This is an optimization exercise on Yosys and OpenROAD, whose aim is a short achievable clock period and few clock cycles, not a production implementation.
Power figures rest on the tool's default switching activity, not on a simulated workload.

Setup of run 1:
==> flow/design.v <==
`timescale 1ns/100ps
package cache_pkg;
    localparam int cache_lines   = 8;
    localparam int line_words    = 8;
    localparam int byte_off_bits = 2;
    localparam int word_sel_bits = 3;
    localparam int index_bits    = 3;
    localparam int tag_bits      = 32 - index_bits - word_sel_bits - byte_off_bits;
    typedef logic [31:0]            word_t;
    typedef logic [31:0]            addr_t;
    typedef logic [tag_bits-1:0]    tag_t;
    typedef logic [index_bits-1:0]  index_t;
    typedef logic [word_sel_bits-1:0] word_sel_t;
    typedef struct packed {
        logic  write;
        addr_t addr;
        word_t wdata;
    } bus_req_t;
    typedef struct packed {
        logic      write;
        tag_t      tag;
        index_t    index;
        word_sel_t word;
        word_t     wdata;
        addr_t     addr;
    } cache_req_t;
    typedef enum logic [2:0] {
        idle,
        lookup,
        fill_req,
        fill_wait,
        write_req,
        write_wait,
        respond
    } ctrl_state_t;
endpackage
`timescale 1ns/100ps
`timescale 1ns/100ps
`timescale 1ns/100ps
`timescale 1ns/100ps
module cache_l1 (
    input  logic        clk,
    input  logic        rst_n,
    input  logic        cpu_req,
    input  logic        cpu_write,
    input  logic [31:0] cpu_addr,
    input  logic [31:0] cpu_wdata,
    output logic        cpu_ack,
    output logic [31:0] cpu_rdata,
    output logic        mem_req,
    output logic        mem_write,
    output logic [31:0] mem_addr,
    output logic [31:0] mem_wdata,
    input  logic        mem_ack,
    input  logic [31:0] mem_rdata
);
    logic [31:0]       data_q [0:63];    
    logic [7:0][23:0]  tag_q;
    logic [7:0]        valid;
    logic        idle;      
    logic        fill;      
    logic        wr;        
    logic [2:0]  cnt;       
    logic [2:0]  bw;        
    logic [26:0] h_line;    
    logic [1:0]  h_off;     
    logic        h_write;
    logic [31:0] h_wdata;
    logic        dw_en;     
    logic [5:0]  dw_sel;
    logic [31:0] dw_data;
    logic [2:0]  a_idx;
    logic [5:0]  a_wsel;
    logic [7:0]  line_hit;
    logic        hit;
    logic        accept;
    logic        beat;
    logic        acked;
    logic [31:0] rd_word;
    logic [31:0] rd_keep;
    assign a_idx  = cpu_addr[7:5];
    assign a_wsel = cpu_addr[7:2];
    assign accept = idle && cpu_req;
    assign beat   = mem_req && mem_ack;
    assign acked  = !idle && !fill && !wr;
    always_comb begin
        for (int i = 0; i < 8; i++) begin
            line_hit[i] = valid[i] && (tag_q[i] == cpu_addr[31:8]);
        end
    end
    assign hit = line_hit[a_idx];
    assign rd_word = data_q[a_wsel];
    logic last;      
    logic idle_d, fill_d, wr_d, cpu_ack_d, mem_req_d, dw_en_d;
    assign last = fill && beat && (cnt == 3'd7);
    always_comb begin
        if (idle) begin
            idle_d    = !cpu_req;
            wr_d      = cpu_req && cpu_write;
            fill_d    = cpu_req && !cpu_write && !hit;
            cpu_ack_d = cpu_req && !cpu_write && hit;
            mem_req_d = cpu_req && !mem_ack && (cpu_write || !hit);
            dw_en_d   = cpu_req && cpu_write && hit;
        end else begin
            idle_d    = acked && !cpu_req;
            wr_d      = wr && !beat;
            fill_d    = fill && !last;
            cpu_ack_d = (wr && beat) || last || (acked && cpu_req);
            mem_req_d = (wr || fill) && !mem_ack;
            dw_en_d   = fill && beat;
        end
    end
    always_ff @(posedge clk or negedge rst_n) begin
        if (!rst_n) begin
            idle    <= 1'b1;
            fill    <= 1'b0;
            wr      <= 1'b0;
            cpu_ack <= 1'b0;
            mem_req <= 1'b0;
            dw_en   <= 1'b0;
            valid   <= '0;
        end else begin
            idle    <= idle_d;
            fill    <= fill_d;
            wr      <= wr_d;
            cpu_ack <= cpu_ack_d;
            mem_req <= mem_req_d;
            dw_en   <= dw_en_d;
            for (int i = 0; i < 8; i++) begin
                if (last && h_line[2:0] == 3'(i)) begin
                    valid[i] <= 1'b1;
                end
            end
        end
    end
    always_ff @(posedge clk) begin
        if (accept) begin
            h_line  <= cpu_addr[31:5];
            h_off   <= cpu_write ? cpu_addr[1:0] : 2'b00;
            h_write <= cpu_write;
            h_wdata <= cpu_wdata;
            bw      <= cpu_addr[4:2];
            cnt     <= 3'd0;
        end else if (fill && beat) begin
            bw  <= bw + 3'd1;
            cnt <= cnt + 3'd1;
        end
        if (idle) begin
            mem_addr  <= {cpu_addr[31:2], cpu_write ? cpu_addr[1:0] : 2'b00};
            mem_write <= cpu_write;
            mem_wdata <= cpu_wdata;
        end else begin
            mem_addr  <= {h_line, (fill && beat) ? bw + 3'd1 : bw, h_off};
            mem_write <= h_write;
            mem_wdata <= h_wdata;
        end
        if (idle || fill) begin
            rd_keep <= rd_word;
        end
        cpu_rdata <= (idle || fill) ? rd_word : rd_keep;
        for (int i = 0; i < 8; i++) begin
            if (fill && beat && cnt == 3'd7 && h_line[2:0] == 3'(i)) begin
                tag_q[i] <= h_line[26:3];
            end
        end
        dw_sel  <= idle ? a_wsel : {h_line[2:0], bw};
        dw_data <= idle ? cpu_wdata : mem_rdata;
        if (dw_en) begin
            data_q[dw_sel] <= dw_data;
        end
    end
endmodule
export LEC_CHECK = 0
export ABC_CLOCK_PERIOD_IN_PS = 2000
export CAP_MARGIN = 20
export CORE_MARGIN = 2
export CORE_UTILIZATION = 50
export SETUP_SLACK_MARGIN = 2.8
export SLEW_MARGIN = 20
create_clock -name core_clock -period 5.0 [get_ports {clk}]
standard.sh (not shown) runs the stock make flow with config.mk's settings and CLKGATE_MAP_FILE= SYNTH_SCRIPT=/design/flow/synth_recipe.tcl, a recipe that flattens the netlist after the stock synthesis.
==> flow/flow/run.sh <==
#!/bin/bash
# Standard layout, except that:
# - the port buffers are plain buffers, and the resizer may pick any cell of
#   the right function (not only the same footprint), so that the port
#   buffers can be sized for speed;
# - the clock tree uses larger sink clusters (fewer, shorter buffer stages);
# - synthesis does not use the slow 4-input mux cells (added to the
#   platform's own don't-use list).
set -o pipefail
cfg="DESIGN_CONFIG=$PWD/config.mk WORK_HOME=$PWD/orfs_print"
dont_use=$(make -s -C "$FLOW_HOME" $cfg print-DONT_USE_CELLS 2>print_dont_use.log | sed -n 's/^DONT_USE_CELLS: //p')
rm -rf orfs_print
echo "DONT_USE_CELLS from the platform: $dont_use" > dont_use.log
bash standard.sh MATCH_CELL_FOOTPRINT=0 \
  "BUFFER_PORTS_ARGS=-buffer_cell sky130_fd_sc_hd__buf_4" \
  "CTS_ARGS=-sink_clustering_enable -repair_clock_nets -sink_clustering_size 30 -sink_clustering_max_diameter 100" \
  "DONT_USE_CELLS=$dont_use sky130_fd_sc_hd__mux4_1 sky130_fd_sc_hd__mux4_2 sky130_fd_sc_hd__mux4_4" \
  finish > standard.log 2>&1
Run 1 was carried through to the last stage, and its layout satisfied the timing, design-rule and antenna checks.
### run 1 -> run 2
-- flow/design.v --
<<< run 1, line 90
    end
    assign hit = line_hit[a_idx];
    assign rd_word = data_q[a_wsel];
    logic last;      
    logic idle_d, fill_d, wr_d, cpu_ack_d, mem_req_d, dw_en_d;
>>> run 2, line 90
    end
    assign hit = line_hit[a_idx];
    logic [7:0]        wsel_oh, lsel_oh;
    logic [7:0][31:0]  line_word;
    always_comb begin
        for (int j = 0; j < 8; j++) begin
            wsel_oh[j] = (cpu_addr[4:2] == 3'(j));
            lsel_oh[j] = (cpu_addr[7:5] == 3'(j));
        end
        for (int i = 0; i < 8; i++) begin
            line_word[i] = '0;
            for (int j = 0; j < 8; j++) begin
                line_word[i] = line_word[i] | (data_q[i * 8 + j] & {32{wsel_oh[j]}});
            end
        end
        rd_word = '0;
        for (int i = 0; i < 8; i++) begin
            rd_word = rd_word | (line_word[i] & {32{lsel_oh[i]}});
        end
    end
    logic last;      
    logic idle_d, fill_d, wr_d, cpu_ack_d, mem_req_d, dw_en_d;
<<< run 1, line 155
            mem_wdata <= h_wdata;
        end
        if (idle || fill) begin
            rd_keep <= rd_word;
        end
>>> run 2, line 172
            mem_wdata <= h_wdata;
        end
        if (!wr && !acked) begin
            rd_keep <= rd_word;
        end
==> results.txt <==
In the route summary, run 2 ends up with a via count below that of run 1.
Tapcell count went down by a few percent going from run 1 to run 2.
The higher synthesized-area fraction occupied by xor and xnor cells of run 2 and run 1 is in run 2.
Diff run 1 -> run 2: fmax climbed 3.1%; total number of clock tree sinks has increased; synthesized netlist net count dropped 1,119; number of gates given a new drive strength after cts rose about 10%.
| critical path depth | lower: run 1 |
Run 2: met1 wire length lower than run 1
Compared to run 1, run 2 has portion of the clock cycle consumed by the worst path in the final layout 1.6 points lower.
[compare] base=run 1 new=run 2: sequential cell fraction of total power increased by 2.3 points relative to the old numbers; final cell utilization of the core went up 1.6 points; routed wire length rose by about 10%; time the worst path needs with I/O delays and setup lost 0.081 ns.
No run of this note included a check of the RTL's function; only the layout flow was run.

-- re-timing with driven ports --
No port has a modelled driver above. Below, the same layouts with a new extraction and two added sets of constraints. Step 1: set_driving_cell puts a clkbuf_16 on clk and a buf_2 on each other input, an assumption about the parent block. Step 2 adds t to the input delays and takes it off the output delays; t is the mean of the earliest and latest rising clock arrival at the registers after step 1. Input paths then give back, and output paths get back, about the clock's delay inside the block. Slacks: ideal ports / drivers / drivers and shift; pairs: ideal ports / drivers.
run | t, ns | setup WS [ns] | hold slack, ns | worst register clock-pin slew, ns | pins driven straight from the clock port
run 1 | 0.863 | 2.274 / 2.189 / 1.351 | 0.068 / 0.009 / 0.466 | 0.12 / 0.12 | 1
run 2 | 0.867 | 2.355 / 2.353 / 1.485 | 0.064 / -0.002 / 0.473 | 0.12 / 0.12 | 1
After both steps every run listed still meets setup and hold. The setup slack of run 1, which loses most, moves by -0.085 ns with the drivers and by -0.923 ns with both steps.
